This design comes from an exercise in tuning for small area, a short achievable clock period and few clock cycles per item on the open sky130 flow, not from production work.
In this exercise RTL edits were held to simulation tests only and were not proved equivalent to the original.

### config.mk
export PLATFORM = sky130hd
export DESIGN_NAME = sha256_byte_stream_hasher_unit
export DESIGN_NICKNAME = sha256_byte_stream_hasher_unit
export VERILOG_FILES = /design/flow/design.v
export SDC_FILE = /design/flow/constraint.sdc
export NUM_CORES = 4
export LEC_CHECK = 0
export CAP_MARGIN = 20
export CORE_MARGIN = 2
export CORE_UTILIZATION = 55
export CTS_BUF_LIST = sky130_fd_sc_hd__clkbuf_8
export CTS_CLUSTER_DIAMETER = 80
export CTS_CLUSTER_SIZE = 12
export SETUP_SLACK_MARGIN = 5
export SLEW_MARGIN = 20
### constraint.sdc
create_clock -name core_clock -period 11.0 [get_ports {clk}]
set_input_delay 2.2000 -clock core_clock [delete_from_list [all_inputs] [get_ports {clk}]]
set_output_delay 2.2000 -clock core_clock [all_outputs]
set_load 0.01 [all_outputs]
### design.v
package sbh_pkg;
	typedef enum logic [1:0] {
		E_IDLE = 2'd0,
		E_RUN  = 2'd1,
		E_FOLD = 2'd2
	} est_t;
	localparam logic [7:0] PAD_BYTE = 8'h80;
	function automatic logic [31:0] init_h(input logic [2:0] i);
		case (i)
			3'd0: init_h = 32'h6a09e667;
			3'd1: init_h = 32'hbb67ae85;
			3'd2: init_h = 32'h3c6ef372;
			3'd3: init_h = 32'ha54ff53a;
			3'd4: init_h = 32'h510e527f;
			3'd5: init_h = 32'h9b05688c;
			3'd6: init_h = 32'h1f83d9ab;
			default: init_h = 32'h5be0cd19;
		endcase
	endfunction
	function automatic logic [31:0] round_k(input logic [5:0] i);
		case (i)
			6'd0: round_k = 32'h428a2f98;
			6'd1: round_k = 32'h71374491;
			6'd2: round_k = 32'hb5c0fbcf;
			6'd3: round_k = 32'he9b5dba5;
			6'd4: round_k = 32'h3956c25b;
			6'd5: round_k = 32'h59f111f1;
			6'd6: round_k = 32'h923f82a4;
			6'd7: round_k = 32'hab1c5ed5;
			6'd8: round_k = 32'hd807aa98;
			6'd9: round_k = 32'h12835b01;
			6'd10: round_k = 32'h243185be;
			6'd11: round_k = 32'h550c7dc3;
			6'd12: round_k = 32'h72be5d74;
			6'd13: round_k = 32'h80deb1fe;
			6'd14: round_k = 32'h9bdc06a7;
			6'd15: round_k = 32'hc19bf174;
			6'd16: round_k = 32'he49b69c1;
			6'd17: round_k = 32'hefbe4786;
			6'd18: round_k = 32'h0fc19dc6;
			6'd19: round_k = 32'h240ca1cc;
			6'd20: round_k = 32'h2de92c6f;
			6'd21: round_k = 32'h4a7484aa;
			6'd22: round_k = 32'h5cb0a9dc;
			6'd23: round_k = 32'h76f988da;
			6'd24: round_k = 32'h983e5152;
			6'd25: round_k = 32'ha831c66d;
			6'd26: round_k = 32'hb00327c8;
			6'd27: round_k = 32'hbf597fc7;
			6'd28: round_k = 32'hc6e00bf3;
			6'd29: round_k = 32'hd5a79147;
			6'd30: round_k = 32'h06ca6351;
			6'd31: round_k = 32'h14292967;
			6'd32: round_k = 32'h27b70a85;
			6'd33: round_k = 32'h2e1b2138;
			6'd34: round_k = 32'h4d2c6dfc;
			6'd35: round_k = 32'h53380d13;
			6'd36: round_k = 32'h650a7354;
			6'd37: round_k = 32'h766a0abb;
			6'd38: round_k = 32'h81c2c92e;
			6'd39: round_k = 32'h92722c85;
			6'd40: round_k = 32'ha2bfe8a1;
			6'd41: round_k = 32'ha81a664b;
			6'd42: round_k = 32'hc24b8b70;
			6'd43: round_k = 32'hc76c51a3;
			6'd44: round_k = 32'hd192e819;
			6'd45: round_k = 32'hd6990624;
			6'd46: round_k = 32'hf40e3585;
			6'd47: round_k = 32'h106aa070;
			6'd48: round_k = 32'h19a4c116;
			6'd49: round_k = 32'h1e376c08;
			6'd50: round_k = 32'h2748774c;
			6'd51: round_k = 32'h34b0bcb5;
			6'd52: round_k = 32'h391c0cb3;
			6'd53: round_k = 32'h4ed8aa4a;
			6'd54: round_k = 32'h5b9cca4f;
			6'd55: round_k = 32'h682e6ff3;
			6'd56: round_k = 32'h748f82ee;
			6'd57: round_k = 32'h78a5636f;
			6'd58: round_k = 32'h84c87814;
			6'd59: round_k = 32'h8cc70208;
			6'd60: round_k = 32'h90befffa;
			6'd61: round_k = 32'ha4506ceb;
			6'd62: round_k = 32'hbef9a3f7;
			default: round_k = 32'hc67178f2;
		endcase
	endfunction
	function automatic logic [31:0] ror32(input logic [31:0] x, input int unsigned n);
		ror32 = (x >> n) | (x << (32 - n));
	endfunction
	function automatic logic [31:0] sig0(input logic [31:0] x);
		sig0 = ror32(x, 7) ^ ror32(x, 18) ^ (x >> 3);
	endfunction
	function automatic logic [31:0] sig1(input logic [31:0] x);
		sig1 = ror32(x, 17) ^ ror32(x, 19) ^ (x >> 10);
	endfunction
	function automatic logic [31:0] big0(input logic [31:0] x);
		big0 = ror32(x, 2) ^ ror32(x, 13) ^ ror32(x, 22);
	endfunction
	function automatic logic [31:0] big1(input logic [31:0] x);
		big1 = ror32(x, 6) ^ ror32(x, 11) ^ ror32(x, 25);
	endfunction
endpackage
import sbh_pkg::*;
module sbh_ctrl (
	input  logic       clk,
	input  logic       arst_n,
	input  logic       in_valid,
	output logic       in_ready,
	input  logic       byte_valid,
	input  logic       last_byte,
	output logic       out_valid,
	input  logic       out_ready,
	output logic [2:0] word_index,
	output logic       last_word,
	output logic       ir_load,      
	output logic       stg_shift,    
	output logic [1:0] byte_sel,     
	output logic [2:0] len_byte,     
	output logic       len_inc,
	output logic       len_clr,
	output logic       load,         
	output logic       load_iv,      
	output logic       round,        
	output logic       stall,        
	output logic       ring_en,      
	output logic       fold_act,     
	output logic       fold_iv,      
	output logic [1:0] fold_k,       
	output logic [5:0] kidx,         
	output logic       ld_or_st,     
	output logic       dout_ld,      
	output logic       dout_nx,      
	output logic [2:0] dout_idx      
);
	logic       ir_v, ir_bv, ir_last;
	logic [5:0] sfill;
	logic       sfull, spad, spad_first, sfinal, stg_first, stg_last;
	sbh_pkg::est_t est;
	logic [5:0] cnt;                  
	logic       cur_first, cur_last, ring_rot;
	logic [1:0] p2;
	logic [3:0] scnt;
	logic       ov_q, lw_q;
	logic [2:0] idx_q;
	logic       in_ready_q, shift_q, lsel_q, inc_q, clr_q, load_q, ldiv_q;
	logic       round_q, stall_q, ring_q, fact_q, fiv_q, acc_q, padsh_q, ls_q;
	logic [1:0] bsel_q, fk_q;
	assign in_ready   = in_ready_q;
	assign out_valid  = ov_q;
	assign word_index = idx_q;
	assign last_word  = lw_q;
	assign ir_load    = in_valid && in_ready_q;
	assign stg_shift = shift_q;
	assign byte_sel  = bsel_q;
	assign len_byte  = sfill[2:0];
	assign len_inc   = inc_q;
	assign len_clr   = clr_q;
	assign load      = load_q;
	assign load_iv   = ldiv_q;
	assign round     = round_q;
	assign stall     = stall_q;
	assign ring_en   = ring_q;
	assign fold_act  = fact_q;
	assign fold_iv   = fiv_q;
	assign fold_k    = fk_q;
	assign kidx      = cnt_d;
	assign ld_or_st  = ls_q;
	assign dout_ld   = fold_last;
	assign dout_nx   = ov_q && out_ready;
	assign dout_idx  = idx_q + 3'd1;
	logic       ir_v_d, ir_bv_d, ir_last_d;
	logic [5:0] sfill_d;
	logic       sfull_d, spad_d, spad_first_d, sfinal_d, stg_first_d, stg_last_d;
	sbh_pkg::est_t est_d;
	logic [5:0] cnt_d;
	logic       cur_first_d, cur_last_d, ring_rot_d;
	logic [1:0] p2_d;
	logic [3:0] scnt_d;
	logic       ov_d;
	logic [2:0] idx_d;
	logic       pad_final, blk_done, fold_last;
	assign pad_final = padsh_q && !spad_first && sfinal && (sfill == 6'd63);
	assign blk_done  = shift_q && (sfill == 6'd63);
	assign fold_last = (est == E_FOLD) && cur_last;
	always_comb begin
		ir_v_d    = (ir_v && !acc_q) || ir_load;
		ir_bv_d   = ir_load ? byte_valid : ir_bv;
		ir_last_d = ir_load ? last_byte  : ir_last;
		sfill_d      = shift_q ? sfill + 6'd1 : sfill;
		sfull_d      = sfull;
		if (load_q)   sfull_d = 1'b0;
		if (blk_done) sfull_d = 1'b1;
		spad_d       = spad;
		spad_first_d = spad_first;
		sfinal_d     = sfinal;
		if (acc_q && ir_last) begin
			spad_d       = 1'b1;
			spad_first_d = 1'b1;
		end
		if (padsh_q) begin
			spad_first_d = 1'b0;
			if (spad_first)
				sfinal_d = (sfill < 6'd56) || (sfill == 6'd63);
			else if (sfill == 6'd63)
				sfinal_d = !sfinal;
		end
		if (pad_final) spad_d = 1'b0;
		stg_last_d  = blk_done ? pad_final : stg_last;
		stg_first_d = load_q ? stg_last : stg_first;
		est_d       = est;
		cnt_d       = cnt;
		cur_first_d = cur_first;
		cur_last_d  = cur_last;
		ring_rot_d  = ring_rot;
		p2_d        = p2;
		scnt_d      = stall_q ? scnt + 4'd1 : scnt;
		if (round_q) begin
			if (cnt == 6'd0) est_d = E_FOLD;
			else             cnt_d = cnt + 6'd1;
		end
		if (est == E_FOLD) begin
			ring_rot_d = !cur_last;
			p2_d       = '0;
			est_d      = E_IDLE;
		end
		if (est == E_IDLE && ring_rot) p2_d = p2 + 2'd1;
		if (load_q) begin
			est_d       = E_RUN;
			cnt_d       = 6'd1;
			cur_first_d = stg_first;
			cur_last_d  = stg_last;
		end
		ov_d  = ov_q;
		idx_d = idx_q;
		if (fold_last) begin
			ov_d  = 1'b1;
			idx_d = '0;
		end else if (ov_q && out_ready) begin
			idx_d = idx_q + 3'd1;
			if (idx_q == 3'd7) ov_d = 1'b0;
		end
	end
	logic acc_n, padsh_n, stall_n, round_n, fold_n;
	logic [1:0] bsel_n, fk_n;
	always_comb begin
		acc_n   = ir_v_d && !sfull_d && !spad_d;
		padsh_n = spad_d && !sfull_d;
		if (!spad_d)
			bsel_n = 2'd0;
		else if (spad_first_d)
			bsel_n = 2'd1;
		else if (sfinal_d && sfill_d[5:3] == 3'd7)
			bsel_n = 2'd3;
		else
			bsel_n = 2'd2;
		stall_n = (est_d == E_RUN) && (cnt_d == 6'd62) && cur_first_d && (ov_d || scnt_d != 4'd0);
		round_n = (est_d == E_RUN) && !stall_n;
		fold_n  = (round_n && (cnt_d == 6'd62 || cnt_d == 6'd63 || cnt_d == 6'd0)) || (est_d == E_FOLD);
		case (cnt_d)
			6'd62:   fk_n = 2'd3;
			6'd63:   fk_n = 2'd2;
			default: fk_n = (est_d == E_FOLD) ? 2'd0 : 2'd1;
		endcase
	end
	always_ff @(posedge clk or negedge arst_n) begin
		if (!arst_n) begin
			ir_v       <= 1'b0;
			ir_bv      <= 1'b0;
			ir_last    <= 1'b0;
			sfill      <= '0;
			sfull      <= 1'b0;
			spad       <= 1'b0;
			spad_first <= 1'b0;
			sfinal     <= 1'b0;
			stg_first  <= 1'b1;
			stg_last   <= 1'b0;
			est        <= E_IDLE;
			cnt        <= '0;
			cur_first  <= 1'b0;
			cur_last   <= 1'b0;
			ring_rot   <= 1'b0;
			p2         <= '0;
			scnt       <= '0;
			ov_q       <= 1'b0;
			lw_q       <= 1'b0;
			idx_q      <= '0;
			ls_q       <= 1'b0;
			in_ready_q <= 1'b1;
			acc_q      <= 1'b0;
			padsh_q    <= 1'b0;
			shift_q    <= 1'b0;
			bsel_q     <= '0;
			inc_q      <= 1'b0;
			clr_q      <= 1'b0;
			load_q     <= 1'b0;
			ldiv_q     <= 1'b0;
			round_q    <= 1'b0;
			stall_q    <= 1'b0;
			ring_q     <= 1'b0;
			fact_q     <= 1'b0;
			fiv_q      <= 1'b0;
			fk_q       <= '0;
		end else begin
			ir_v       <= ir_v_d;
			ir_bv      <= ir_bv_d;
			ir_last    <= ir_last_d;
			sfill      <= sfill_d;
			sfull      <= sfull_d;
			spad       <= spad_d;
			spad_first <= spad_first_d;
			sfinal     <= sfinal_d;
			stg_first  <= stg_first_d;
			stg_last   <= stg_last_d;
			est        <= est_d;
			cnt        <= cnt_d;
			cur_first  <= cur_first_d;
			cur_last   <= cur_last_d;
			ring_rot   <= ring_rot_d;
			p2         <= p2_d;
			scnt       <= scnt_d;
			ov_q       <= ov_d;
			lw_q       <= (idx_d == 3'd7);
			idx_q      <= idx_d;
			ls_q       <= stall_n || (sfull_d && ((est_d == E_FOLD) || (est_d == E_IDLE && (!ring_rot_d || p2_d == 2'd3))));
			in_ready_q <= !ir_v_d || (!sfull_d && !spad_d);
			acc_q      <= acc_n;
			padsh_q    <= padsh_n;
			shift_q    <= (acc_n && ir_bv_d) || padsh_n;
			bsel_q     <= bsel_n;
			inc_q      <= acc_n && ir_bv_d;
			clr_q      <= padsh_n && !spad_first_d && sfinal_d && (sfill_d == 6'd63);
			load_q     <= sfull_d && ((est_d == E_FOLD) || (est_d == E_IDLE && (!ring_rot_d || p2_d == 2'd3)));
			ldiv_q     <= stg_first_d;
			round_q    <= round_n;
			stall_q    <= stall_n;
			ring_q     <= fold_n || (est_d == E_IDLE && ring_rot_d);
			fact_q     <= fold_n;
			fiv_q      <= fold_n && cur_first_d;
			fk_q       <= fk_n;
		end
	end
endmodule
import sbh_pkg::*;
module sbh_dp (
	input  logic        clk,
	input  logic        arst_n,
	input  logic [7:0]  data_byte,
	input  logic        ir_load,
	input  logic        stg_shift,
	input  logic [1:0]  byte_sel,
	input  logic [2:0]  len_byte,
	input  logic        len_inc,
	input  logic        len_clr,
	input  logic        load,
	input  logic        load_iv,
	input  logic        round,
	input  logic        stall,
	input  logic        ring_en,
	input  logic        fold_act,
	input  logic        fold_iv,
	input  logic [1:0]  fold_k,
	input  logic [5:0]  kidx,
	input  logic        ld_or_st,
	input  logic        dout_ld,
	input  logic        dout_nx,
	input  logic [2:0]  dout_idx,
	output logic [31:0] digest_word
);
	logic [7:0]   ir_byte;
	logic [511:0] stg;             
	logic [511:0] win;             
	logic [60:0]  len;             
	logic [31:0]  p;               
	logic [31:0]  kq;              
	logic [31:0]  wa, wb, wc, wd, we, wf, wg, wh;
	logic [31:0]  la [4];          
	logic [31:0]  le [4];          
	logic [7:0]  byte_in;
	logic [63:0] bit_len;
	assign bit_len = {len, 3'b000};
	always_comb begin
		case (byte_sel)
			2'd0:    byte_in = ir_byte;
			2'd1:    byte_in = PAD_BYTE;
			2'd3:    byte_in = bit_len[{3'd7 - len_byte, 3'b000} +: 8];
			default: byte_in = 8'h00;
		endcase
	end
	always_ff @(posedge clk) begin
		if (ir_load) ir_byte <= data_byte;
		if (stg_shift) stg <= {stg[503:0], byte_in};
	end
	always_ff @(posedge clk or negedge arst_n) begin
		if (!arst_n) begin
			len <= '0;
		end else if (len_clr) begin
			len <= '0;
		end else if (len_inc) begin
			len <= len + 61'd1;
		end
	end
	logic [31:0] x0, x1, x9, x14, w_new, w_in;
	assign x0    = win[511:480];
	assign x1    = win[479:448];
	assign x9    = win[223:192];
	assign x14   = win[63:32];
	assign w_new = x0 + sbh_pkg::sig0(x1) + x9 + sbh_pkg::sig1(x14);
	assign w_in  = stall ? x0 : w_new;
	always_ff @(posedge clk) begin
		if (load) win <= stg;
		else      win <= {win[479:0], w_in};
	end
	logic [31:0] add_a, add_e, opa, ope, ba, be;
	assign opa = fold_act ? wa : 32'd0;
	assign ope = fold_act ? we : 32'd0;
	assign ba  = fold_iv ? sbh_pkg::init_h({1'b0, fold_k}) : la[3];
	assign be  = fold_iv ? sbh_pkg::init_h({1'b1, fold_k}) : le[3];
	assign add_a = ba + opa;
	assign add_e = be + ope;
	always_ff @(posedge clk) begin
		if (ring_en) begin
			la[0] <= add_a;
			la[1] <= la[0];
			la[2] <= la[1];
			la[3] <= la[2];
			le[0] <= add_e;
			le[1] <= le[0];
			le[2] <= le[1];
			le[3] <= le[2];
		end
	end
	logic [31:0] dout;
	always_ff @(posedge clk) begin
		if (dout_ld)
			dout <= add_a;
		else if (dout_nx)
			dout <= dout_idx[2] ? le[dout_idx[1:0]] : la[dout_idx[1:0]];
	end
	assign digest_word = dout;
	logic [31:0] s1, ch, s0, mj, a_new, e_new, s1_q, ch_q;
	assign s1    = s1_q;
	assign ch    = ch_q;
	assign s0    = sbh_pkg::big0(wa);
	assign mj    = (wa & wb) ^ (wa & wc) ^ (wb & wc);
	logic [31:0] as1, ac1, as2, ac2, as3, ac3, es2, ec2;
	assign as1   = p ^ ch ^ s1;
	assign ac1   = {(p[30:0] & ch[30:0]) | (p[30:0] & s1[30:0]) | (ch[30:0] & s1[30:0]), 1'b0};
	assign as2   = as1 ^ ac1 ^ s0;
	assign ac2   = {(as1[30:0] & ac1[30:0]) | (as1[30:0] & s0[30:0]) | (ac1[30:0] & s0[30:0]), 1'b0};
	assign as3   = as2 ^ ac2 ^ mj;
	assign ac3   = {(as2[30:0] & ac2[30:0]) | (as2[30:0] & mj[30:0]) | (ac2[30:0] & mj[30:0]), 1'b0};
	assign a_new = as3 + ac3;
	assign es2   = as1 ^ ac1 ^ wd;
	assign ec2   = {(as1[30:0] & ac1[30:0]) | (as1[30:0] & wd[30:0]) | (ac1[30:0] & wd[30:0]), 1'b0};
	assign e_new = es2 + ec2;
	logic [31:0] ld_a, ld_b, ld_c, ld_d, ld_e, ld_f, ld_g, ld_h;
	assign ld_a = load_iv ? sbh_pkg::init_h(3'd0) : add_a;
	assign ld_b = load_iv ? sbh_pkg::init_h(3'd1) : la[0];
	assign ld_c = load_iv ? sbh_pkg::init_h(3'd2) : la[1];
	assign ld_d = load_iv ? sbh_pkg::init_h(3'd3) : la[2];
	assign ld_e = load_iv ? sbh_pkg::init_h(3'd4) : add_e;
	assign ld_f = load_iv ? sbh_pkg::init_h(3'd5) : le[0];
	assign ld_g = load_iv ? sbh_pkg::init_h(3'd6) : le[1];
	assign ld_h = load_iv ? sbh_pkg::init_h(3'd7) : le[2];
	logic [31:0] a_alt, e_alt;
	assign a_alt = stall ? wh : ld_a;
	assign e_alt = stall ? wd : ld_e;
	logic [31:0] e_d, f_d, g_d;
	assign e_d = ld_or_st ? e_alt : e_new;
	assign f_d = load ? ld_f : we;
	assign g_d = load ? ld_g : wf;
	always_ff @(posedge clk) begin
		if (load) begin wb <= ld_b; wc <= ld_c; wd <= ld_d;
			wf <= ld_f; wg <= ld_g; wh <= ld_h;
		end else begin
			wb <= wa; wc <= wb; wd <= wc;
			wf <= we; wg <= wf; wh <= wg;
		end
		wa <= ld_or_st ? a_alt : a_new;
		we   <= e_d;
		s1_q <= sbh_pkg::big1(e_d);
		ch_q <= (e_d & f_d) ^ (~e_d & g_d);
	end
	logic [31:0] pa, pc;
	assign pa = load ? ld_h : wg;
	assign pc = load ? stg[511:480] : x1;
	always_ff @(posedge clk) begin
		kq <= sbh_pkg::round_k(kidx);
		if (load || round) p <= pa + kq + pc;
	end
endmodule
import sbh_pkg::*;
module sha256_byte_stream_hasher_unit (
	input  logic        clk,
	input  logic        arst_n,
	input  logic        in_valid,
	output logic        in_ready,
	input  logic [7:0]  data_byte,
	input  logic        byte_valid,
	input  logic        last_byte,
	output logic        out_valid,
	input  logic        out_ready,
	output logic [31:0] digest_word,
	output logic [2:0]  word_index,
	output logic        last_word
);
	logic       ir_load, stg_shift, len_inc, len_clr, load, load_iv, round, stall;
	logic       ring_en, fold_act, fold_iv, ld_or_st, dout_ld, dout_nx;
	logic [2:0] dout_idx;
	logic [1:0] byte_sel, fold_k;
	logic [2:0] len_byte;
	logic [5:0] kidx;
	sbh_ctrl u_ctrl (
		.clk        (clk),
		.arst_n     (arst_n),
		.in_valid   (in_valid),
		.in_ready   (in_ready),
		.byte_valid (byte_valid),
		.last_byte  (last_byte),
		.out_valid  (out_valid),
		.out_ready  (out_ready),
		.word_index (word_index),
		.last_word  (last_word),
		.ir_load    (ir_load),
		.stg_shift  (stg_shift),
		.byte_sel   (byte_sel),
		.len_byte   (len_byte),
		.len_inc    (len_inc),
		.len_clr    (len_clr),
		.load       (load),
		.load_iv    (load_iv),
		.round      (round),
		.stall      (stall),
		.ring_en    (ring_en),
		.fold_act   (fold_act),
		.fold_iv    (fold_iv),
		.fold_k     (fold_k),
		.kidx       (kidx),
		.ld_or_st   (ld_or_st),
		.dout_ld    (dout_ld),
		.dout_nx    (dout_nx),
		.dout_idx   (dout_idx)
	);
	sbh_dp u_dp (
		.clk         (clk),
		.arst_n      (arst_n),
		.data_byte   (data_byte),
		.ir_load     (ir_load),
		.stg_shift   (stg_shift),
		.byte_sel    (byte_sel),
		.len_byte    (len_byte),
		.len_inc     (len_inc),
		.len_clr     (len_clr),
		.load        (load),
		.load_iv     (load_iv),
		.round       (round),
		.stall       (stall),
		.ring_en     (ring_en),
		.fold_act    (fold_act),
		.fold_iv     (fold_iv),
		.fold_k      (fold_k),
		.kidx        (kidx),
		.ld_or_st    (ld_or_st),
		.dout_ld     (dout_ld),
		.dout_nx     (dout_nx),
		.dout_idx    (dout_idx),
		.digest_word (digest_word)
	);
endmodule
### flow/run.sh
#!/bin/bash
# Standard layout (the standard.sh, unchanged synthesis), with timing repair aiming
# for extra setup slack beyond the 11 ns constraint.
set -uo pipefail
bash standard.sh SETUP_SLACK_MARGIN=6.6 finish > standard.log 2>&1
### standard.sh
#!/bin/bash
# synth_recipe.tcl (not shown) runs the flow's synth.tcl, then flattens the netlist and writes it again
# the make line also repeats each setting of config.mk as NAME=value (left out here)
make -C /OpenROAD-flow-scripts/flow DESIGN_CONFIG=/design/flow/config.mk WORK_HOME=/design/flow/orfs CLKGATE_MAP_FILE= SYNTH_SCRIPT=/design/flow/synth_recipe.tcl "${@:-finish}"
==> results.txt, run 1 <==
* Largest net degree at the start of global routing at 161
* Fmax at 219.9 MHz
* DRT antenna net count at 0
* Hold Vio Cnt, Final at 0
* Vias in the first global route at 52570
* Clk_skew at 0.06412 ns
* Max_cap viols at 0
* WHS Path Cells at 0
* Routed len/inst at 29.69 um
* Die area at 0.1507 mm2
* Hold buffer count at cts at 0
* Hold Crit Class: flop to flop
* Synth warn at 4
* WL final at 259100 um
* Unique cell type count in the Yosys netlist at 97
* Post-synthesis cell count at 6562
* Total number of H-tree levels at 4
* Post-route insts no fill at 8725
* Seq cells post-synth at 1820
* CP max FO at 4
* CTS tree: built
* Tmin final at 4.548 ns
* Seq/Total Area, Yosys at 55.96%
* Worst path cell trace: fa_1 > xor2_2 > xnor2_2 > fa_1 > inv_2 > ha_4 > buf_4 > buf_4 > a21o_1 > a21oi_4 > nor2b_4 > o31ai_4 > buf_4 > o31ai_4 > a32o_2 > o211a_1 > a21oi_2 > xor2_1 > mux2i_1
* CP max stage cell: fa_1
* GPL Wtd Cong at 1.017
* Final worst path period share at 41.34%
* Least-Margin Pin Slew at 1.264 ns
* Final setup fails at 0
* CTS sink cnt at 1820
* Worst-skew pair later-pin latency at 0.96 ns
* CP Buf/Inv Count at 4
* CP max stage delay at 0.53 ns
* Syn Nets at 6986
* Maximum clock path buffer count at 3
* HPWL Detailed at 181600 um
* R2R Setup Slk at 6.45 ns
* Hold_sp: u_dp.stg[88]$_DFFE_PP_
* Largest delay contributor family on the critical path: compound AO/OA/AOI/OAI gates
* Clock root buffer: clkbuf_8
* Initial core utilization at 55.57%
* Synthesized area at 0.08118 mm2
* Post-route setup TNS at 0 ns
* Initial drt markers at 6831
* Ys async rst share at 6.374%
* Clk slew on worst S/H paths at 0.09 ns
* Post-synth EDFFs at 840
* Final nets at 7081
* DRC at 0
* Fill count at 11770
* CTS Buf Count at 174
* Critical path class: flop to flop
* Reg2reg path depth at 19
* Site Rows at 140
* WP data arrival at 5.33 ns
* Synth Area per Inst at 12.37 um2
* Via/cell ratio at 6.236
* Hold EP: u_dp.stg[96]$_DFFE_PP_
* Crit start category: flop
* First-pass GRT wire length at 367600 um
* Core area at 0.1461 mm2
* Slew headroom at 15.73%
* IO Pins at 52
* Synth Flop Type: dfxtp_1
* Max-slew violation count at 0
* CP most frequent cell: buf_4
* Crit. End Element: flop
* Layout cells sized above 1 at 19.27%
* Unrepaired setup endpoints after global routing: true
* I/O Buffers at 51
* Area growth syn-to-layout at 10.81%
* First-pass iteration count of the detailed router at 9
* R2r endpoint: u_dp.wa[28]$_DFF_P_
* Run status: finished clean
* Total global routing overflow at 0
* DR vias at 54410
* Required time of the critical path at 11.78 ns
* Overall die height at 388.2 um
* Start of the worst register-to-register path: u_dp.p[0]$_DFFE_PP_
* Initial antenna violation count at 22
* Post-Place Cells at 8286
* Total Routing Usage GR at 33.35%
* Die width at 388.2 um
## through the flow
step                      hold slack, ns  util [%]  setup slack (ns)  area (um2)
after global routing              0.4119     61.58             6.339       89960
after floorplan                   0.4204         -             5.690       81250
after global placement            0.4220     57.20             5.450       83570
after CTS                         0.4018     60.33             6.456       88130
after detailed placement          0.4270     57.21             5.480       83580
final                             0.4160     61.58             6.452       89960
## sequential cells by signal (all words and copies together) (netlist names), 8 cells and up
signal        flops
u_dp.stg        512
u_dp.win        512
u_dp.la         128
u_dp.le         128
u_dp.len         61
u_dp.ch_q        32
u_dp.dout        32
u_dp.kq          32
u_dp.p           32
u_dp.s1_q        32
u_dp.wa          32
u_dp.wb          32
u_dp.wc          32
u_dp.wd          32
u_dp.we          32
u_dp.wf          32
u_dp.wg          32
u_dp.wh          32
u_dp.ir_byte      8
## synthesized netlist by cell type (all sizes together), types with 42 or more instances
cell | instances | share of area [%]
dfxtp | 864 | 21
edfxtp | 840 | 31
mux2 | 511 | 7.1
inv | 480 | 2.2
xnor2 | 384 | 4.1
a21oi | 335 | 2.1
nor2 | 323 | 1.5
nand2 | 286 | 1.3
o21ai | 279 | 1.7
clkbuf | 271 | 1.3
ha | 219 | 3.4
fa | 191 | 4.7
xor2 | 132 | 1.4
dfrtp | 114 | 3.5
a22o | 92 | 0.99
a21o | 88 | 0.81
and2 | 78 | 0.60
o22a | 75 | 0.81
a222oi | 65 | 0.80
nand3 | 61 | 0.38
nor3 | 61 | 0.38
o21a | 58 | 0.54
maj3 | 53 | 0.65
a31oi | 44 | 0.38
mux2i | 42 | 0.56
## cells in the final DEF (no fill, tap or decap), types with 30 or more instances in the layout
| cell | synthesis | final |
|---|---|---|
| a21o_1 | 88 | 88 |
| a21oi_1 | 333 | 305 |
| a222oi_1 | 65 | 65 |
| a22o_1 | 92 | 89 |
| a22oi_1 | 30 | 30 |
| a31oi_1 | 42 | 39 |
| and2_1 | 76 | 76 |
| buf_4 | 0 | 135 |
| clkbuf_8 | 0 | 175 |
| clkdlybuf4s50_1 | 0 | 50 |
| dfrtp_1 | 114 | 103 |
| dfxtp_1 | 864 | 803 |
| dfxtp_2 | 0 | 36 |
| edfxtp_1 | 840 | 840 |
| fa_1 | 191 | 182 |
| ha_1 | 219 | 191 |
| inv_1 | 479 | 588 |
| maj3_1 | 53 | 53 |
| mux2_2 | 510 | 504 |
| mux2i_1 | 39 | 35 |
| mux4_2 | 40 | 40 |
| nand2_1 | 286 | 277 |
| nand3_1 | 61 | 56 |
| nor2_1 | 323 | 315 |
| nor3_1 | 61 | 56 |
| o211ai_1 | 39 | 39 |
| o21a_1 | 58 | 54 |
| o21ai_0 | 263 | 233 |
| o221ai_1 | 34 | 31 |
| o22a_1 | 75 | 69 |
| or3_1 | 34 | 34 |
| xnor2_1 | 384 | 345 |
| xnor2_2 | 0 | 37 |
| xor2_1 | 132 | 123 |
## what timing repair did
action                     4_1_cts  5_1_grt
resized for setup              242      247
setup buffers                   37       64
setup endpoints to repair      173      124
pin swaps                       48       91
cloned                           5        6
## final cells by class
cell class	count	area, um2	share of cell area, %
timing repair buffer	229	2406	2.675
clock buffer	175	2409	2.677
inverter	484	1829	2.033
sequential	1820	45590	50.68
tap	1917	2399	2.666
antenna	4	10.01	0.01113
multi-input combinational	3948	34510	38.36
clock inverter	148	805.8	0.8957
## layer usage
metal | global-route usage, % | vias to the layer above | share of wire [%]
met5 | 0 | - | 0.022
met4 | 13.12 | 8 | 4.8
met3 | 6.758 | 575 | 9.4
met2 | 49.44 | 2775 | 43
met1 | 48.19 | 27340 | 43
li1 | - | 23710 | -
## cells by family after synthesis
group / after synthesis / synth area share [%]
flops: 1820 / 55.96
compound gates: 1369 / 11.52
simple gates: 1005 / 5.763
buf+inv: 796 / 3.690
mux: 593 / 8.767
xor+xnor: 516 / 5.567
fa+ha+maj: 463 / 8.739
## how the worst max path moves through the flow
stage / to / depth (start not counted) / start / slack, ns
floorplan: u_ctrl.shift_q$_DFF_PN0_ / 6 / u_ctrl.shift_q$_DFF_PN0_ / 5.69
global placement: u_dp.p[30]$_DFFE_PP_ / 14 / u_ctrl.load_q$_DFF_PN0_ / 5.45
detailed placement: u_dp.p[30]$_DFFE_PP_ / 14 / u_ctrl.load_q$_DFF_PN0_ / 5.48
CTS: u_dp.wa[31]$_DFF_P_ / 19 / u_dp.p[1]$_DFFE_PP_ / 6.46
global route: u_dp.wa[31]$_DFF_P_ / 19 / u_dp.ch_q[1]$_DFF_P_ / 6.34
finish: u_dp.wa[28]$_DFF_P_ / 19 / u_dp.p[0]$_DFFE_PP_ / 6.45
Testbench counts, summed over its fixed seeds: cycles 39,202, bytes 30,063.
==> run 2: changes to the inputs <==
--- a/config.mk
+++ b/config.mk
@@ -7,7 +7,7 @@
 export LEC_CHECK = 0
 export CAP_MARGIN = 20
 export CORE_MARGIN = 2
-export CORE_UTILIZATION = 55
+export CORE_UTILIZATION = 62
 export CTS_BUF_LIST = sky130_fd_sc_hd__clkbuf_8
 export CTS_CLUSTER_DIAMETER = 80
 export CTS_CLUSTER_SIZE = 12
==> run 2 against run 1 <==
Still clean. Die area fell by 11%. Routed wire length fell by 5.0%. Register-to-register slack got worse by 0.04 ns. Hold slack improved by 0.0086 ns.
==> results.txt, run 2 <==
* Unique cell type count in the Yosys netlist at 97 (unchanged)
* Hold buffer count at cts at 0 (unchanged)
* Synth warn at 4 (unchanged)
* Max_cap viols at 0 (unchanged)
* Worst-skew pair later-pin latency at 0.94 ns (was 0.96 ns)
* Crit. End Element: flop (unchanged)
* Overall die height at 365.9 um (was 388.2 um)
* Total Routing Usage GR at 35.96% (was 33.35%)
* Largest net degree at the start of global routing at 168 (was 161)
* I/O Buffers at 51 (unchanged)
* Required time of the critical path at 11.82 ns (was 11.78 ns)
* Initial drt markers at 7519 (was 6831)
* Synth Area per Inst at 12.37 um2 (unchanged)
* DRT antenna net count at 0 (unchanged)
* Yosys top cell by area: edfxtp_1 (unchanged)
* Commonest cells after routing, fill and taps aside: edfxtp_1 (840), dfxtp_1 (821), inv_1 (596), mux2_2 (505), xnor2_1 (363) (was edfxtp_1 (840), dfxtp_1 (803), inv_1 (588), mux2_2 (504), xnor2_1 (345))
* Critical path class: flop to flop (unchanged)
* Tmin final at 4.591 ns (was 4.548 ns)
* Die area at 0.1338 mm2 (was 0.1507 mm2)
* IO Pins at 52 (unchanged)
* HPWL Detailed at 170200 um (was 181600 um)
* Post-Synth Adder-Cell Area at 8.739% (unchanged)
* Routed len/inst at 28.83 um (was 29.69 um)
* GPL Wtd Cong at 1.035 (was 1.017)
* Initial antenna violation count at 15 (was 22)
* Initial core utilization at 62.62% (was 55.57%)
* Die width at 365.9 um (was 388.2 um)
* Synthesized area at 0.08118 mm2 (unchanged)
* CP Buf/Inv Count at 3 (was 4)
* Worst path cell trace: inv_2 > fa_2 > xor2_4 > xnor2_2 > fa_1 > inv_1 > ha_2 > inv_2 > fa_2 > nor2b_1 > o21ai_2 > a211o_1 > a21oi_4 > o21ai_4 > a31o_4 > a31o_4 > o21ai_4 > mux2i_1 > nor3_1 (was fa_1 > xor2_2 > xnor2_2 > fa_1 > inv_2 > ha_4 > buf_4 > buf_4 > a21o_1 > a21oi_4 > nor2b_4 > o31ai_4 > buf_4 > o31ai_4 > a32o_2 > o211a_1 > a21oi_2 > xor2_1 > mux2i_1)
* Total number of H-tree levels at 4 (unchanged)
* Max-slew violation count at 0 (unchanged)
* Synth Flop Type: dfxtp_1 (unchanged)
* Run status: finished clean (unchanged)
* Site Rows at 132 (was 140)
* Fin area at 0.08938 mm2 (was 0.08996 mm2)
* CP max stage delay at 0.60 ns (was 0.53 ns)
* Clk slew on worst S/H paths at 0.10 ns (was 0.09 ns)
* Least-Margin Pin Slew at 1.187 ns (was 1.264 ns)
* Final setup fails at 0 (unchanged)
* Crit start category: flop (unchanged)
* CP max FO at 4 (unchanged)
* Hold Vio Cnt, Final at 0 (unchanged)
* Largest delay contributor family on the critical path: adder cells (was compound AO/OA/AOI/OAI gates)
* CP max stage cell: fa_2 (was fa_1)
* Largest registers: u_dp.stg: 512 flops, u_dp.win: 512 flops (unchanged)
* Syn Nets at 6986 (unchanged)
* Most common cell in the synthesized netlist: dfxtp_1 (unchanged)
* Clock root buffer: clkbuf_8 (unchanged)
* Post-synthesis cell count at 6562 (unchanged)
* Compound-Gate Fraction of Synth Area at 11.52% (unchanged)
* Largest family of logic cells by synthesized area: compound AO/OA/AOI/OAI gates (unchanged)
* Share of the synthesized area in the top cell type at 31.07% (unchanged)
* Via/cell ratio at 6.431 (was 6.236)
* Post-synth EDFFs at 840 (unchanged)
* Most frequent cells after synthesis: dfxtp_1 (864), edfxtp_1 (840), mux2_2 (510), inv_1 (479), xnor2_1 (384) (unchanged)
* CTS sink cnt at 1820 (unchanged)
* Final nets at 7070 (was 7081)
* CTS Buf Count at 171 (was 174)
* First-pass iteration count of the detailed router at 8 (was 9)
* DRC at 0 (unchanged)
* Simple-gate share of the synthesized area at 5.763% (unchanged)
* Vias in the first global route at 52230 (was 52570)
* WP data arrival at 5.41 ns (was 5.33 ns)
* Core area at 0.1296 mm2 (was 0.1461 mm2)
* Fmax at 217.8 MHz (was 219.9 MHz)
* Synth Area in XOR/XNOR at 5.567% (unchanged)
* Layout cells sized above 1 at 18.21% (was 19.27%)
* Unrepaired setup endpoints after global routing: true (unchanged)
* Clk_skew at 0.06300 ns (was 0.06412 ns)
* Min setup slack post-route at 6.409 ns (was 6.452 ns)
* Area post-placement at 0.08328 mm2 (was 0.08358 mm2)
* Post-route setup TNS at 0 ns (unchanged)
* Slew headroom at 20.32% (was 15.73%)
* WL final at 246200 um (was 259100 um)
* Maximum clock path buffer count at 3 (unchanged)
* Pre-CTS WS at 4.920 ns (was 5.480 ns)
* First-pass GRT wire length at 355200 um (was 367600 um)
* Synth area leaders: edfxtp_1 (31%), dfxtp_1 (21%), mux2_2 (7.1%) (unchanged)
* Ys async rst share at 6.374% (unchanged)
* CTS tree: built (unchanged)
* Final worst path period share at 41.74% (was 41.34%)
* Area growth syn-to-layout at 10.10% (was 10.81%)
* Total global routing overflow at 0 (unchanged)
* Commonest non-fill, non-tap cell in the layout: edfxtp_1 (unchanged)
* Mux contribution to synthesized area at 8.767% (unchanged)
* Hold Crit Class: flop to flop (unchanged)
* DR vias at 54930 (was 54410)
* Seq cells post-synth at 1820 (unchanged)
* Min Hold Slack at 0.4246 ns (was 0.4160 ns)
* Seq/Total Area, Yosys at 55.96% (unchanged)
[run 2: cell count changes in the layout (fill, tap and decap cells not counted), sizes merged]
| cell | change |
|---|---|
| diode | +3 |
| clkinv | -3 |
| bufinv | +1 |
| clkbuf | -4 |
| buf | -13 |
| clkinvlp | +1 |
| nand2 | -1 |
| inv | +1 |
| bufbuf | +6 |
[run 2: cell type report]
| cell class | instances | area, um2 |
|---|---|---|
| Timing Repair inverter | 2 | 17.52 |
| Inverter | 484 | 1841 |
| Clock inverter | 146 | 715.7 |
| Timing Repair Buffer | 220 | 2465 |
| Clock buffer | 173 | 2381 |
| Fill cell | 9562 | 40270 |
| Tap cell | 1742 | 2180 |
| Sequential cell | 1820 | 45560 |
| Antenna cell | 7 | 17.52 |
| Multi-Input combinational cell | 3947 | 34210 |
[run 2: stage by stage]
step / instances / util (%)
CTS: 8477 / 67.85
floorplan: 6562 / -
global placement: 8100 / 64.23
finish: 8541 / 68.94
detailed placement: 8100 / 64.23
global route: 8537 / 68.93
[run 2: path summary, 6_finish.rpt]
check	startpoint	to	slack [ns]	depth (start not counted)
max	u_dp.s1_q[1]$_DFF_P_	u_dp.wa[31]$_DFF_P_	6.41	19
min	u_dp.stg[487]$_DFFE_PP_	u_dp.stg[495]$_DFFE_PP_	0.42	0
max reg2reg	u_dp.s1_q[1]$_DFF_P_	u_dp.wa[31]$_DFF_P_	6.41	19
min reg2reg	u_dp.stg[487]$_DFFE_PP_	u_dp.stg[495]$_DFFE_PP_	0.42	0
max in group asynchronous	arst_n	u_ctrl.shift_q$_DFF_PN0_	8.19	2
min in group asynchronous	arst_n	u_ctrl.est[0]$_DFF_PN0_	1.35	1
[run 2: timing repair]
| item | in CTS | in global routing |
|---|---|---|
| resized for setup | 206 | 198 |
| endpoints found under the setup margin | 146 | 137 |
| setup buffers | 45 | 53 |
| cloned | 13 | 2 |
| endpoints found under the hold margin | 0 | 0 |
| pin swaps | 35 | 56 |
[run 2: metal layers]
| layer | track usage [%] | up-vias | part of all wire [%] | wire length [um] |
|---|---|---|---|---|
| met5 | 0 | - | 0.019 | 47 |
| met4 | 15.91 | 8 | 5.4 | 13270 |
| met3 | 8.119 | 669 | 11 | 27040 |
| met2 | 52.72 | 3250 | 43 | 105500 |
| met1 | 51.47 | 27310 | 41 | 100400 |
| li1 | - | 23690 | - | - |
[run 2: cells by family (layout without fill, tap and decap cells)]
kind of cell / after synthesis / count (layout)
adders and majority gates: 463 / 463
buffers and inverters: 796 / 1025
muxes: 593 / 593
xor gates and xnor gates: 516 / 516
AOI/OAI and AO/OA: 1369 / 1369
DFF: 1820 / 1820
other: 0 / 7
and+or+nand+nor: 1005 / 1006
[run 2: worst reg2reg max path, delay by kind of cell, from the launching register on]
kind	cells	cell delay, ns
AO/OA/AOI/OAI	7	1.47
buffers and inverters	3	0.15
adder cells (fa/ha/maj)	4	1.61
XOR/XNOR	2	0.34
flip-flops	1	0.38
AND/OR/NAND/NOR	2	0.25
multiplexers	1	0.27
==> run 3: changes to the inputs <==
==> flow/run.sh (replaced) <==
#!/bin/bash
# Standard layout (the standard.sh, unchanged synthesis), with timing repair aiming
# for extra setup slack beyond the 11 ns constraint.
set -uo pipefail
bash standard.sh SETUP_SLACK_MARGIN=6.8 finish > standard.log 2>&1
--- a/config.mk
+++ b/config.mk
@@ -7,7 +7,7 @@
 export LEC_CHECK = 0
 export CAP_MARGIN = 20
 export CORE_MARGIN = 2
-export CORE_UTILIZATION = 62
+export CORE_UTILIZATION = 55
 export CTS_BUF_LIST = sky130_fd_sc_hd__clkbuf_8
 export CTS_CLUSTER_DIAMETER = 80
 export CTS_CLUSTER_SIZE = 12
==> run 3 against run 2 <==
Critical path depth did not move. Final cell count rose by 2.9%. Highest routed layer unchanged. Global-route usage fell by 2.0 points. Still clean.
==> results.txt, run 3 <==
* Critical path class: flop to flop (unchanged)
* Crit start category: flop (unchanged)
* Commonest cells after routing, fill and taps aside: edfxtp_1 (840), dfxtp_1 (794), inv_1 (560), mux2_2 (495), xnor2_1 (314) (was edfxtp_1 (840), dfxtp_1 (821), inv_1 (596), mux2_2 (505), xnor2_1 (363))
* Ys async rst share at 6.374% (unchanged)
* DRT antenna net count at 0 (unchanged)
* Synth warn at 4 (unchanged)
* Simple-gate share of the synthesized area at 5.763% (unchanged)
* Total global routing overflow at 0 (unchanged)
* Synthesized area at 0.08118 mm2 (unchanged)
* Most frequent cells after synthesis: dfxtp_1 (864), edfxtp_1 (840), mux2_2 (510), inv_1 (479), xnor2_1 (384) (unchanged)
* Largest family of logic cells by synthesized area: compound AO/OA/AOI/OAI gates (unchanged)
* Synth Area per Inst at 12.37 um2 (unchanged)
* Clk_skew at 0.04844 ns (was 0.06300 ns)
* GPL Wtd Cong at 1.025 (was 1.035)
* CP max FO at 3 (was 4)
* Synth Area in XOR/XNOR at 5.567% (unchanged)
* DR vias at 54980 (was 54930)
* Worst-skew pair later-pin latency at 0.95 ns (was 0.94 ns)
* First-pass iteration count of the detailed router at 9 (was 8)
* Post-layout util at 62.94% (was 68.94%)
* Final nets at 7160 (was 7070)
* Total Routing Usage GR at 33.98% (was 35.96%)
* Required time of the critical path at 11.83 ns (was 11.82 ns)
* Compound-Gate Fraction of Synth Area at 11.52% (unchanged)
* Die width at 388.2 um (was 365.9 um)
* Syn Nets at 6986 (unchanged)
* Final setup fails at 0 (unchanged)
* Post-route setup TNS at 0 ns (unchanged)
* Post-Place Cells at 8283 (was 8100)
* Post-synthesis cell count at 6562 (unchanged)
* Yosys top cell by area: edfxtp_1 (unchanged)
* Fmax at 221.9 MHz (was 217.8 MHz)
* Initial drt markers at 6812 (was 7519)
* Total number of H-tree levels at 4 (unchanged)
* First-pass GRT wire length at 373100 um (was 355200 um)
* Area growth syn-to-layout at 13.27% (was 10.10%)
* Synth area leaders: edfxtp_1 (31%), dfxtp_1 (21%), mux2_2 (7.1%) (unchanged)
* Largest net degree at the start of global routing at 194 (was 168)
* HPWL Detailed at 183100 um (was 170200 um)
* Vias in the first global route at 53340 (was 52230)
* Die area at 0.1507 mm2 (was 0.1338 mm2)
* CTS tree: built (unchanged)
* Run status: finished clean (unchanged)
* Post-route insts no fill at 8790 (was 8541)
* Clock root buffer: clkbuf_8 (unchanged)
* CTS Buf Count at 174 (was 171)
* Slew headroom at 14.38% (was 20.32%)
* Hold Crit Class: flop to flop (unchanged)
* IO Pins at 52 (unchanged)
* Seq cells post-synth at 1820 (unchanged)
* Unique cell type count in the Yosys netlist at 97 (unchanged)
* Mux contribution to synthesized area at 8.767% (unchanged)
* Tmin final at 4.507 ns (was 4.591 ns)
* Largest registers: u_dp.stg: 512 flops, u_dp.win: 512 flops (unchanged)
* Most common cell in the synthesized netlist: dfxtp_1 (unchanged)
* Max-slew violation count at 0 (unchanged)
* Synth Flop Type: dfxtp_1 (unchanged)
* DRC at 0 (unchanged)
* Post-Synth Adder-Cell Area at 8.739% (unchanged)
* Commonest non-fill, non-tap cell in the layout: edfxtp_1 (unchanged)
* Clk slew on worst S/H paths at 0.09 ns (was 0.10 ns)
* Unrepaired setup endpoints after global routing: true (unchanged)
* I/O Buffers at 51 (unchanged)
* Final worst path period share at 40.97% (was 41.74%)
* Core area at 0.1461 mm2 (was 0.1296 mm2)
* Pre-CTS WS at 5.169 ns (was 4.920 ns)
* Crit. End Element: flop (unchanged)
* Share of the synthesized area in the top cell type at 31.07% (unchanged)
* Post-synth EDFFs at 840 (unchanged)
* WL final at 262500 um (was 246200 um)
* Initial core utilization at 55.57% (was 62.62%)
* CTS sink cnt at 1820 (unchanged)
* Initial antenna violation count at 18 (was 15)
* Max_cap viols at 0 (unchanged)
* Layout cells sized above 1 at 22.45% (was 18.21%)
* Overall die height at 388.2 um (was 365.9 um)
* Maximum clock path buffer count at 3 (unchanged)
* WP data arrival at 5.34 ns (was 5.41 ns)
* Site Rows at 140 (was 132)
* Seq/Total Area, Yosys at 55.96% (unchanged)
* Hold buffer count at cts at 0 (unchanged)
* Min Hold Slack at 0.4280 ns (was 0.4246 ns)
* Min setup slack post-route at 6.493 ns (was 6.409 ns)
* Least-Margin Pin Slew at 1.276 ns (was 1.187 ns)
* Routed len/inst at 29.86 um (was 28.83 um)
* Hold Vio Cnt, Final at 0 (unchanged)
* Via/cell ratio at 6.255 (was 6.431)
[run 3: cell counts after synthesis]
Identical to the previous run, type by type.
[run 3: routing by layer]
layer	vias to the layer above	wire (um)	share of wire, %	GRT usage [%]
li1	23870	-	-	-
met1	27500	108600	41	48.56
met2	2969	113600	43	50.58
met3	637	27110	10	7.150
met4	8	13120	5.0	13.79
met5	-	45	0.017	0
[run 3: worst max-delay path, stage by stage (launching register included)]
cell	delay [ns]
dfxtp_4	0.39
inv_4	0.04
fa_2	0.65
xor2_4	0.19
xnor2_2	0.14
fa_1	0.42
inv_1	0.07
ha_2	0.18
inv_2	0.04
fa_2	0.40
nor2b_2	0.13
o21ai_2	0.10
a211o_1	0.38
a21oi_4	0.26
o21ai_4	0.08
a31o_4	0.26
a31o_4	0.25
o21ai_4	0.18
mux2i_1	0.20
nor3_1	0.05
[run 3: cells by family (layout without fill, tap and decap cells)]
| family | after synthesis | count (layout) |
|---|---|---|
| other | 0 | 5 |
| DFF | 1820 | 1820 |
| AOI/OAI and AO/OA | 1369 | 1369 |
| adders and majority gates | 463 | 463 |
| xor gates and xnor gates | 516 | 516 |
| muxes | 593 | 593 |
| and+or+nand+nor | 1005 | 1006 |
| buffers and inverters | 796 | 1101 |
[run 3: path summary, 6_finish.rpt]
kind                                              start                       end  slack, ns  cells after the start
min in group asynchronous                        arst_n  u_dp.len[28]$_DFFE_PN0P_       1.34                      1
worst max-delay path               u_dp.s1_q[1]$_DFF_P_       u_dp.wa[31]$_DFF_P_       6.49                     19
max in group asynchronous                        arst_n  u_ctrl.stall_q$_DFF_PN0_       8.28                      2
worst min-delay path            u_dp.stg[409]$_DFFE_PP_   u_dp.stg[417]$_DFFE_PP_       0.43                      0
worst max register to register     u_dp.s1_q[1]$_DFF_P_       u_dp.wa[31]$_DFF_P_       6.49                     19
worst min register to register  u_dp.stg[409]$_DFFE_PP_   u_dp.stg[417]$_DFFE_PP_       0.43                      0
[run 3: area by class of cell]
type	instances	area, um2
fillers	11450	54140
multi-input cells	3947	35680
repair buffers	309	3238
inverters	484	1841
clock inverters	131	747.0
well taps	1917	2399
clock buffers	177	2436
diodes	5	12.51
flip-flops and latches	1820	45600
[run 3: what timing repair did]
action,CTS,global route
gates cloned,13,2
gates resized for setup,393,340
pin swaps,97,163
endpoints found under the setup margin,246,157
setup buffers,90,89
[run 3: through the flow]
stage / area, um2
2_1_floorplan: 81350
3_3_place_gp: 83600
3_5_place_dp: 83610
4_1_cts: 89470
5_1_grt: 91950
6_report: 91950

-- static timing again, ports no longer ideal --
Ports are ideal in the flow. The routed layouts listed here were re-timed in OpenROAD. Step 1 (the two cells are an assumption about what drives the block):
set clk [get_ports {clk}]
set_driving_cell -lib_cell sky130_fd_sc_hd__clkbuf_16 $clk
set_driving_cell -lib_cell sky130_fd_sc_hd__buf_2 [delete_from_list [all_inputs] $clk]
Step 2 times the ports against the registers' clock, not the clock port: input delays grow and output delays shrink by t, the midpoint of the rising clock arrivals with the driver on. a / b / c = ideal ports / drivers / drivers and shift; a / b = the first two.
run | shift t [ns] | setup slack, ns | worst register clock-pin slew, ns | cell pins on the clock port's net
run 1 | 0.999 | 6.452 / 6.452 / 6.452 | 0.11 / 0.11 | 1
run 2 | 0.991 | 6.409 / 6.409 / 6.409 | 0.11 / 0.11 | 1
run 3 | 1.004 | 6.493 / 6.493 / 6.493 | 0.11 / 0.11 | 1
After both steps setup and hold are still met in every run listed.
